From an optimization exercise on the open Yosys and OpenROAD flow, aimed at small area, a short achievable clock period and few clock cycles per item; shortcuts taken in it are not production practice. The RTL was checked by simulation tests, not by an equivalence proof against the original design.

**constraint.sdc**
```tcl
create_clock -name core_clock -period 12.0 [get_ports {clk}]
set_input_delay 2.4000 -clock core_clock [delete_from_list [all_inputs] [get_ports {clk}]]
set_output_delay 2.4000 -clock core_clock [all_outputs]
set_load 0.01 [all_outputs]
```
**config.mk**
```make
export PLATFORM = sky130hd
export DESIGN_NAME = ex_muldiv
export DESIGN_NICKNAME = ex_muldiv
export VERILOG_FILES = /design/flow/design.v
export SDC_FILE = /design/flow/constraint.sdc
export NUM_CORES = 4
export LEC_CHECK = 0
export CAP_MARGIN = 20
export CORE_MARGIN = 2
export CORE_UTILIZATION = 40
export SETUP_SLACK_MARGIN = 5
export SLEW_MARGIN = 20
```
**design.v**
```verilog
package ex_muldiv_pkg;
    localparam int XLEN = 32;
    localparam logic [4:0] ALU_NOP  = 5'h00;
    localparam logic [4:0] ALU_MULT = 5'h18;
    localparam logic [4:0] ALU_DIV  = 5'h1A;
    localparam int MUL_K  = 8;
    localparam int MUL_NG = 5;
    localparam int DIV_W  = 35;
endpackage
module ex_muldiv_div_iter
(
    input  logic [ex_muldiv_pkg::XLEN-1:0]  rem_i,
    input  logic [ex_muldiv_pkg::DIV_W-1:0] dvs_i,
    input  logic                            cin_i,
    output logic [ex_muldiv_pkg::XLEN-1:0]  rem_o,
    output logic                            qbit_o
);
    logic [ex_muldiv_pkg::DIV_W:0] diff;
    assign diff   = {{(ex_muldiv_pkg::DIV_W-ex_muldiv_pkg::XLEN+1){1'b0}}, rem_i}
                  + {dvs_i[ex_muldiv_pkg::DIV_W-1], dvs_i}
                  + {{ex_muldiv_pkg::DIV_W{1'b0}}, cin_i};
    assign qbit_o = ~diff[ex_muldiv_pkg::DIV_W];
    assign rem_o  = qbit_o ? diff[ex_muldiv_pkg::XLEN-1:0] : rem_i;
endmodule
module ex_muldiv
(
    input  logic            clk,
    input  logic            rst,
    input  logic [4:0]      ALUop_i,
    input  logic            signed_i,
    input  logic [ex_muldiv_pkg::XLEN-1:0] oprand1_i,
    input  logic [ex_muldiv_pkg::XLEN-1:0] oprand2_i,
    input  logic            flush_i,
    output logic            pauseRequest_o,
    output logic            valid_o,
    output logic [1:0]      writeHILO_o,
    output logic [ex_muldiv_pkg::XLEN-1:0] HI_o,
    output logic [ex_muldiv_pkg::XLEN-1:0] LO_o
);
    localparam int XL = ex_muldiv_pkg::XLEN;
    localparam int K  = ex_muldiv_pkg::MUL_K;      
    localparam int NG = ex_muldiv_pkg::MUL_NG;     
    localparam int ND = K / 2;                     
    localparam int WA = XL + 2;                    
    localparam int WS = WA + K;                    
    localparam int WP = XL + 3;                    
    localparam int WD = ex_muldiv_pkg::DIV_W;      
    localparam int WL = K * NG;                    
    logic is_mult, is_div, is_op;
    assign is_mult = (ALUop_i == ex_muldiv_pkg::ALU_MULT);
    assign is_div  = (ALUop_i == ex_muldiv_pkg::ALU_DIV);
    assign is_op   = is_mult | is_div;
    logic sa, sb;
    assign sa = signed_i & oprand1_i[XL-1];
    assign sb = signed_i & oprand2_i[XL-1];
    logic          busy_q, done_q, div_q;
    logic [4:0]    cnt_q;
    logic [WA-1:0] acc_q;
    logic [WL-1:0] low_q;
    logic [WD-1:0] dvs_q;
    logic          cin_q, negq_q, negr_q;
    logic [WL:0] bx;
    assign bx = {{(WL-XL){sb}}, oprand2_i, 1'b0};
    logic [XL:0]   bsgn;
    logic [NG-1:0] last;
    assign bsgn = {sb, oprand2_i} ^ {(XL+1){sb}};
    always_comb begin
        for (int j = 0; j < NG; j++) begin
            if (K*(j+1)-1 > XL) last[j] = 1'b1;
            else                last[j] = ~|(bsgn >> (K*(j+1)-1));
        end
    end
    logic [K:0] bwin, win;
    always_comb begin
        bwin = bx[K:0];
        for (int j = 1; j < NG; j++)
            if (cnt_q[2:0] == 3'(j)) bwin = bx[K*j +: K+1];
    end
    assign win = is_div ? (sa ? {{K{1'b1}}, 1'b0} : {{(K-1){1'b0}}, 2'b10}) : bwin;
    logic [WP-1:0] mcand, mcand2;
    assign mcand  = {{(WP-XL){sa}}, oprand1_i};           
    assign mcand2 = {mcand[WP-2:0], 1'b0};
    logic [ND+1:0][WS-1:0] term;
    logic [WS-1:0] negv;
    always_comb begin
        negv = '0;
        for (int i = 0; i < ND; i++) begin
            logic b0, b1, b2, one, two, neg;
            logic [WP-1:0] pp;
            b0  = win[2*i];
            b1  = win[2*i+1];
            b2  = win[2*i+2];
            one = b1 ^ b0;
            two = (b2 & ~b1 & ~b0) | (~b2 & b1 & b0);
            neg = b2;
            pp  = ((one ? mcand : '0) | (two ? mcand2 : '0)) ^ {WP{neg}};
            term[i+1] = WS'({{(WS-WP){pp[WP-1]}}, pp} << (2*i));
            negv[2*i] = neg;
        end
        term[0]    = busy_q ? {{K{acc_q[WA-1]}}, acc_q} : '0;
        term[ND+1] = negv;
    end
    function automatic logic [2*WS-1:0] csa(input logic [WS-1:0] x, y, z);
        logic [WS-1:0] s, c;
        s = x ^ y ^ z;
        c = ((x & y) | (x & z) | (y & z)) << 1;
        csa = {s, c};
    endfunction
    logic [WS-1:0] sum;
    always_comb begin
        logic [WS-1:0] s1, c1, s2, c2, s3, c3, s4, c4;
        {s1, c1} = csa(term[0], term[1], term[2]);
        {s2, c2} = csa(term[3], term[4], term[5]);
        {s3, c3} = csa(s1, c1, s2);
        {s4, c4} = csa(s3, c3, c2);
        sum = s4 + c4;
    end
    function automatic logic [5:0] lzc32(input logic [31:0] x);
        logic [31:0] v;
        logic [4:0]  z;
        v = x;
        z[4] = ~|v[31:16]; if (z[4]) v = {v[15:0], 16'b0};
        z[3] = ~|v[31:24]; if (z[3]) v = {v[23:0], 8'b0};
        z[2] = ~|v[31:28]; if (z[2]) v = {v[27:0], 4'b0};
        z[1] = ~|v[31:30]; if (z[1]) v = {v[29:0], 2'b0};
        z[0] = ~v[31];
        lzc32 = (x == '0) ? 6'd32 : {1'b0, z};
    endfunction
    logic [6:0] la, lb, sh;
    logic       dz, noq;
    logic [4:0] ncyc;
    assign la   = 7'd32 - 7'(lzc32(oprand1_i ^ {XL{sa}})) + 7'(sa);
    assign lb   = 7'd32 - 7'(lzc32(oprand2_i ^ {XL{sb}}));
    assign sh   = la - lb;
    assign dz   = (oprand2_i == '0);
    assign noq  = sh[6] | dz;
    assign ncyc = sh[5:1] + 5'd1;
    logic [WD-1:0] bsx, dvs_init;
    assign bsx      = {{(WD-XL){sb}}, oprand2_i};
    assign dvs_init = ((bsx << 1) << {sh[5:1], 1'b0}) ^ {WD{~sb}};
    logic [XL-1:0] rem1, rem2;
    logic          q1, q2;
    ex_muldiv_div_iter u_step1 (
        .rem_i  (acc_q[XL-1:0]),
        .dvs_i  (dvs_q),
        .cin_i  (cin_q),
        .rem_o  (rem1),
        .qbit_o (q1)
    );
    ex_muldiv_div_iter u_step2 (
        .rem_i  (rem1),
        .dvs_i  ({dvs_q[WD-1], dvs_q[WD-1:1]}),
        .cin_i  (cin_q),
        .rem_o  (rem2),
        .qbit_o (q2)
    );
    logic          busy_d, done_d, div_d;
    logic [4:0]    cnt_d;
    logic [WA-1:0] acc_d;
    logic [WL-1:0] low_d;
    logic [WD-1:0] dvs_d;
    logic          cin_d, negq_d, negr_d;
    always_comb begin
        busy_d = 1'b0;
        done_d = 1'b0;
        div_d  = div_q;
        cnt_d  = '0;
        acc_d  = acc_q;
        low_d  = low_q;
        dvs_d  = dvs_q;
        cin_d  = cin_q;
        negq_d = negq_q;
        negr_d = negr_q;
        if (!busy_q) begin
            div_d  = is_div;
            negq_d = is_div & ~dz & (sa ^ sb);
            negr_d = is_div & sa;
            cin_d  = ~sb;
            dvs_d  = dvs_init;
            if (is_div) begin
                acc_d = sum[WA-1:0];
                low_d[XL-1:0] = dz ? '1 : '0;
                cnt_d = ncyc;
            end else begin
                acc_d = sum[WS-1:K];
                low_d[K-1:0] = sum[K-1:0];
                cnt_d = 5'd1;
            end
            if (is_op && !done_q) begin
                if (is_div ? noq : last[0]) done_d = 1'b1;
                else                        busy_d = 1'b1;
            end else begin
                cnt_d = '0;
            end
        end else if (div_q) begin
            acc_d         = {{(WA-XL){1'b0}}, rem2};
            low_d[XL-1:0] = {low_q[XL-3:0], q1, q2};
            dvs_d         = {{2{dvs_q[WD-1]}}, dvs_q[WD-1:2]};
            cnt_d         = cnt_q - 5'd1;
            if (cnt_q == 5'd1) done_d = 1'b1;
            else               busy_d = 1'b1;
        end else begin
            acc_d = sum[WS-1:K];
            for (int j = 1; j < NG; j++)
                if (cnt_q[2:0] == 3'(j)) low_d[K*j +: K] = sum[K-1:0];
            cnt_d = cnt_q + 5'd1;
            if (last[cnt_q[2:0]]) done_d = 1'b1;
            else                  busy_d = 1'b1;
        end
        if (flush_i) begin
            busy_d = 1'b0;
            done_d = 1'b0;
            cnt_d  = '0;
        end
    end
    always_ff @(posedge clk or negedge rst) begin
        if (!rst) begin
            busy_q <= 1'b0;
            done_q <= 1'b0;
            cnt_q  <= '0;
        end else begin
            busy_q <= busy_d;
            done_q <= done_d;
            cnt_q  <= cnt_d;
        end
    end
    always_ff @(posedge clk) begin
        div_q  <= div_d;
        acc_q  <= acc_d;
        low_q  <= low_d;
        dvs_q  <= dvs_d;
        cin_q  <= cin_d;
        negq_q <= negq_d;
        negr_q <= negr_d;
    end
    logic [2:0]      nsel;
    logic [2*XL-1:0] res;
    assign nsel = div_q ? 3'(XL / K) : cnt_q[2:0];
    always_comb begin
        res = {{(2*XL-WA){acc_q[WA-1]}}, acc_q};
        for (int j = 1; j <= NG; j++)
            if (nsel == 3'(j))
                res = ({{(2*XL-WA){acc_q[WA-1]}}, acc_q} << (K*j))
                    | ((2*XL)'(low_q) & (((2*XL)'(1) << (K*j)) - (2*XL)'(1)));
    end
    assign HI_o = (res[2*XL-1:XL] ^ {XL{negr_q}}) + XL'(negr_q);
    assign LO_o = (res[XL-1:0]    ^ {XL{negq_q}}) + XL'(negq_q);
    assign pauseRequest_o = is_op & ~done_q;
    assign valid_o        = done_q;
    assign writeHILO_o    = {done_q, done_q};
endmodule
```
**run.sh**
```bash
#!/bin/bash
# synth_recipe.tcl (not shown) runs the flow's synth.tcl, then flattens the netlist and writes it again
# the make line also repeats each setting of config.mk as NAME=value (left out here)
make -C /OpenROAD-flow-scripts/flow DESIGN_CONFIG=/design/flow/config.mk WORK_HOME=/design/flow/orfs CLKGATE_MAP_FILE= SYNTH_SCRIPT=/design/flow/synth_recipe.tcl finish
```
==> notes.md, run 1 <==
Post-Layout Inst Area 0.03528 mm^2; post-DP HPWL 74710 um; die area 0.06680 mm^2; post-synth top area cell xnor2_1; syn nets 3802; Worst Path Required 12.28 ns; PnR worst setup slack 3.903 ns; Reg-to-Reg End acc_q[30]$_DFF_P_; synth-to-layout area growth 36.22%; Worst-path clk slew 0.06 ns; HP Class reg2reg; count of final hold-check violations 0; via count 28.84k; clock latency (worst-skew pair) 0.44 ns; drt drc 0; Worst R2R Path Depth 32; CP Capture Type flip-flop; max_slew headroom 0.2227; highest cell delay on the worst timing path 0.51 ns; Ys Warns 1; DIE HEIGHT 258.5 um; top-area cell type share of the netlist area 0.1069; syn_area_per_cell 7.514 um^2; ys flop type edfxtp_1; Antenna Nets Post-Route 0; hold path depth 2; drt total wl 113300 um; clk sinks 120; Cell Area, Synth 0.02590 mm^2; sequential fraction of the synthesis area 0.1246; setup tns final 0 ns; non-filler cells, final 4594; 1st-iter DRT viols 3614; remaining global-route overflow 0; fin. max-slew vios 0; final core utilization 0.5493; post-synthesis register bit count 120; cell count after synthesis 3447; Placeable Area 0.06423 mm^2; TritonCTS clock tree yes; part of the cycle the worst path needs 0.6747; EDFF count, synth 79; IO Port Bufs 140; fmax 0.1235 GHz; clk buf depth 2; CTS Hold Buffers Added 0; signal arrival time at the worst endpoint 8.38 ns; Placement Cell Area 0.02857 mm^2; crit path time final 8.097 ns; Max-Cap Viols 0; Netlist cell types 101; status finished clean; RR Startpoint cnt_q[1]$_DFF_PN0_; first-pass GRT wire length 163200 um; final hold slack 0.6038 ns; first drt pass iteration count 7; Starting Density 0.4032; CTS Buf Count 17; DP Cell Count 4252; average vias per placed instance 6.278; Max H-tree Level 4; share of layout cells above drive strength 1 0.2660; cell with the most instances after synthesis xnor2_1; Worst Tran Pin Value 1.154 ns; Root Driver clkbuf_16; Overall Global Routing Usage 0.3153; clock skew 0.01140 ns; DR WL/cell 24.66 um; Hold EP low_q[6]$_DFFE_PP_; Min-Delay Startpoint low_q[4]$_DFFE_PP_; most frequent cells after synthesis xnor2_1 (316), nand2_1 (294), inv_1 (256), nor2_1 (256), a21oi_1 (233); Setup WS pre-CTS 1.575 ns; unrepaired setup endpoints after global routing yes; via count of the first global-routing pass 26.63k; Worst setup SP type primary input; GP Congestion 0.9671; site row count 93; nets 4076; kind of critical path in2reg; Async S/R FF share, synth 0.05833; synth top area cells xnor2_1 (11%), edfxtp_1 (9.2%), fa_1 (8.6%), ha_1 (8.3%), a22oi_1 (4.6%); chip width 258.5 um; R2R Setup Slk 4.16 ns; Critical Path Fanout Max 6; largest net degree at the start of global routing 89; Worst path slowest cell fa_1; initial antenna violation count 3; number of I/O pins 141; Final setup viols 0
==> per-layer routing <==
layer / part of all wire / wire length [um] / GRT usage / up-vias
met1: 0.39 / 44460 / 0.4088 / 13622
met3: 0.10 / 11530 / 0.06700 / 508
met5: 0.000097 / 11 / 0 / -
met2: 0.43 / 49270 / 0.4910 / 1842
li1: - / - / - / 12865
met4: 0.071 / 8009 / 0.1692 / 2
==> cell usage in the layout, fill, tap and decap left out, types with 29 or more instances in the layout <==
| cell type | n |
|---|---|
| nor3_1 | 43 |
| a31oi_1 | 31 |
| xor2_1 | 104 |
| a21o_1 | 55 |
| clkdlybuf4s50_1 | 82 |
| mux2i_1 | 58 |
| nand2_1 | 280 |
| ha_1 | 127 |
| edfxtp_1 | 79 |
| a22oi_1 | 118 |
| buf_12 | 35 |
| o21ai_1 | 70 |
| a22oi_2 | 39 |
| a21oi_1 | 167 |
| fa_1 | 104 |
| and2_1 | 48 |
| buf_6 | 49 |
| xnor2_1 | 263 |
| o21ai_0 | 122 |
| inv_1 | 238 |
| nand4_1 | 39 |
| nand3_1 | 67 |
| a211oi_1 | 38 |
| buf_4 | 249 |
| a21oi_2 | 43 |
| xnor2_2 | 46 |
| nor2_1 | 231 |
| ha_4 | 29 |
==> worst max path at each step <==
stage	start	slack (ns)	cells after the start	to
floorplan	oprand2_i[9]	3.91	27	acc_q[26]$_DFF_P_
global placement	signed_i	1.72	28	acc_q[30]$_DFF_P_
detailed placement	signed_i	1.57	28	acc_q[30]$_DFF_P_
CTS	oprand2_i[14]	4.10	28	acc_q[30]$_DFF_P_
global route	oprand2_i[17]	3.78	29	acc_q[30]$_DFF_P_
finish	oprand2_i[17]	3.90	29	acc_q[30]$_DFF_P_
==> flip-flops by register name, summed over array words and instances (netlist names) <==
signal and flops:
negq_q 1, negr_q 1, low_q 40, div_q 1, done_q 1, dvs_q 35
acc_q 34, cnt_q 5, busy_q 1, cin_q 1
==> layout make-up <==
| type | instances | area, um^2 |
|---|---|---|
| sequential | 120 | 3247 |
| timing repair inverter | 5 | 57.56 |
| antenna | 6 | 15.01 |
| multi-input combinational | 2831 | 24450 |
| clock inverter | 14 | 173.9 |
| tap | 855 | 1070 |
| clock buffer | 17 | 425.4 |
| fill | 5798 | 28950 |
| inverter | 265 | 1094 |
| timing repair buffer | 481 | 4752 |
==> cells by family after synthesis <==
family | after synthesis | share of synthesized area
AOI/OAI and AO/OA | 998 | 0.2524
and+or+nand+nor | 985 | 0.1852
buffers and inverters | 510 | 0.07599
xor gates and xnor gates | 432 | 0.1461
adders and majority gates | 284 | 0.1692
DFF | 120 | 0.1246
muxes | 118 | 0.04657
==> worst max-delay path, delay by kind of cell <==
kind	cells	cell delay [ns]
xor gates and xnor gates	1	0.17
and+or+nand+nor	4	0.61
adders and majority gates	4	1.67
buffers and inverters	6	0.75
muxes	1	0.10
AOI/OAI and AO/OA	13	2.68
==> repair_timing <==
item	in CTS	in global routing
cloned	30	1
pin swaps	238	185
resized for setup	635	316
buffers inserted	188	86
setup endpoints to repair	152	128
Testbench counts, summed over its fixed seeds: cycles 12,861, ops 3,200.
==> inputs of run 2 (changes only) <==
--- a/config.mk
+++ b/config.mk
@@ -8,5 +8,4 @@
 export CAP_MARGIN = 20
 export CORE_MARGIN = 2
 export CORE_UTILIZATION = 40
-export SETUP_SLACK_MARGIN = 5
 export SLEW_MARGIN = 20
==> notes.md, run 2 <==
nets 3779 (-7.3%); clk sinks 120 (unchanged); final core utilization 0.4455 (-0.1037); cell count after synthesis 3447 (unchanged); EDFF count, synth 79 (unchanged); die area 0.06680 mm^2 (unchanged); average vias per placed instance 6.037 (-3.8%); Ys Warns 1 (unchanged); largest register by flop count low_q; drt drc 0 (unchanged); count of final hold-check violations 0 (unchanged); share of layout cells above drive strength 1 0.04975 (-0.2163); most frequent cells in the layout xnor2_1 (312), nand2_1 (294), inv_1 (255), nor2_1 (252), a21oi_1 (229); max_slew headroom 0.2800 (+0.05722); fin. max-slew vios 0 (unchanged); first-pass GRT wire length 144100 um (-12%); post-synth top area cell xnor2_1; Starting Density 0.4032 (unchanged); CP Capture Type flip-flop; via count 25.92k (-10%); post-CTS setup buffer count 0 (-100%); DR WL/cell 22.28 um (-9.6%); Worst setup SP type primary input; initial antenna violation count 3 (unchanged); sequential fraction of the synthesis area 0.1246 (unchanged); IO Port Bufs 140 (unchanged); PostCTS Resize Cnt 0 (-100%); flip-flop count of the largest register after layout 40 (unchanged); Placeable Area 0.06423 mm^2 (unchanged); syn_area_per_cell 7.514 um^2 (unchanged); drt total wl 95650 um (-16%); highest cell delay on the worst timing path 0.57 ns (+0.06 ns); signal arrival time at the worst endpoint 10.63 ns (+2.25 ns); part of the cycle the worst path needs 0.8610 (+0.1863); Worst Tran Pin Value 1.076 ns (-0.07762 ns); largest net degree at the start of global routing 80 (-10%); Root Driver clkbuf_16; via count of the first global-routing pass 23.96k (-10%); synth-to-layout area growth 10.49%; Worst path slowest cell a21oi_1; synth top area cells xnor2_1 (11%), edfxtp_1 (9.2%), fa_1 (8.6%), ha_1 (8.3%), a22oi_1 (4.6%); clk buf depth 2 (unchanged); cell with the most instances after synthesis xnor2_1; site row count 93 (unchanged); Netlist cell types 101 (unchanged); unrepaired setup endpoints after global routing no; kind of critical path in2reg; Final setup viols 0 (unchanged); crit path time final 10.33 ns (+2.236 ns); Max-Cap Viols 0 (unchanged); syn nets 3802 (unchanged); Cell Area, Synth 0.02590 mm^2 (unchanged); setup tns final 0 ns (unchanged); Async S/R FF share, synth 0.05833 (unchanged); CTS Buf Count 17 (unchanged); Antenna Nets Post-Route 0 (unchanged); Placement Cell Area 0.02801 mm^2 (-1.9%); Worst-path clk slew 0.06 ns (about the same); fmax 0.09678 GHz (-22%); first drt pass iteration count 6 (-1); GP Congestion 0.9483 (-1.9%); Max H-tree Level 4 (unchanged); clock skew 0.01155 ns (+0.0001430 ns); Critical Path Fanout Max 24 (+18); Regs by FF count low_q (40), dvs_q (35), acc_q (34); status finished clean; number of I/O pins 141 (unchanged); 1st-iter DRT viols 3002 (-17%); post-synthesis register bit count 120 (unchanged); Post-Layout Inst Area 0.02862 mm^2 (-19%); top-area cell type share of the netlist area 0.1069 (unchanged); commonest non-fill, non-tap cell in the layout xnor2_1; Largest delay share family, worst path compound AO/OA/AOI/OAI gates; Worst Path Required 12.30 ns (+0.02 ns); ys flop type edfxtp_1; DIE HEIGHT 258.5 um (unchanged); chip width 258.5 um (unchanged); remaining global-route overflow 0 (unchanged); HP Class reg2reg; most frequent cells after synthesis xnor2_1 (316), nand2_1 (294), inv_1 (256), nor2_1 (256), a21oi_1 (233); Overall Global Routing Usage 0.2761 (-0.03926); CTS Hold Buffers Added 0 (unchanged); post-DP HPWL 73910 um (-1.1%); TritonCTS clock tree yes; Buf/Inv on CP 7 (+1); clock latency (worst-skew pair) 0.43 ns (about the same)
==> run 2: cell counts after synthesis <==
No cell type changed its count.
==> run 2: layout make-up <==
cell class	count	area, um^2
Antenna cell	1	2.502
Inverter	265	994.7
Clock buffer	17	425.4
Timing Repair Buffer	203	1874
Sequential cell	120	3232
Tap cell	855	1070
Fill cell	6624	35610
Clock inverter	15	150.1
Multi-Input combinational cell	2817	20870
==> run 2: per-layer routing <==
metal  vias to the layer above  GRT usage  wire [um]
met5                         -          0          0
li1                      12248          -          -
met4                         0     0.1028       4073
met1                     12272     0.3770      40560
met3                       226    0.03423       7878
met2                      1169     0.4459      43140
==> run 2: tightest hold or removal path, stage by stage (launching register included) <==
cell and delay (ns):
edfxtp_1 0.39, nand2_1 0.06, o21ai_0 0.06
==> run 2: path summary, 6_finish.rpt <==
path	endpoint	cells after the start	from	slack, ns
worst max-delay path	acc_q[30]$_DFF_P_	29	ALUop_i[3]	1.67
worst min register to register	low_q[6]$_DFFE_PP_	2	low_q[4]$_DFFE_PP_	0.62
worst min-delay path	low_q[6]$_DFFE_PP_	2	low_q[4]$_DFFE_PP_	0.62
min in group asynchronous	cnt_q[0]$_DFF_PN0_	1	rst	2.27
max in group asynchronous	busy_q$_DFF_PN0_	1	rst	9.40
worst max register to register	acc_q[30]$_DFF_P_	29	cnt_q[1]$_DFF_PN0_	2.69
==> run 2: through the flow <==
step | setup slack (ns) | cells | hold slack, ns
after global routing | 1.267 | 4292 | 0.6492
after floorplan | 2.996 | 3447 | 0.5244
after global placement | 1.522 | 4260 | 0.5922
final | 1.667 | 4293 | 0.6239
after detailed placement | 1.394 | 4260 | 0.5883
after CTS | 1.828 | 4292 | 0.6035
==> run 2: kinds of logic (layout without fill, tap and decap cells) <==
family                   after synthesis  in the layout  share of synthesized area
AO/OA/AOI/OAI                        998            998                     0.2524
AND/OR/NAND/NOR                      985            985                     0.1852
buffers and inverters                510            500                    0.07599
XOR/XNOR                             432            432                     0.1461
adder cells (fa/ha/maj)              284            284                     0.1692
flip-flops                           120            120                     0.1246
multiplexers                         118            118                    0.04657
other                                  0              1                          0

-- static timing again, ports no longer ideal --
The results above use ideal ports. As a check the final layouts listed here were re-extracted and re-timed, cells and wires unchanged. Step 1 assumes that a clkbuf_16 drives the clock port and a buf_2 every other input. Step 2, shift: input delay + t, output delay - t, t = (earliest + latest rising clock arrival at the registers) / 2. This alone moves slack from input paths to output paths. Three values: ideal ports, drivers, drivers and shift; two values: the first two.
| run | t, ns | slack for setup (ns) | hold WS [ns] | slew at the worst register clock pin (ns) |
|---|---|---|---|---|
| run 1 | 0.490 | 3.903 / 3.913 / 3.423 | 0.604 / 0.604 / 0.604 | 0.06 / 0.06 |
| run 2 | 0.482 | 1.667 / 1.693 / 1.211 | 0.624 / 0.624 / 0.624 | 0.06 / 0.06 |
After both steps every run listed still meets setup and hold. The setup slack of run 1, which loses most, moves by +0.010 ns with the drivers and by -0.480 ns with both steps.
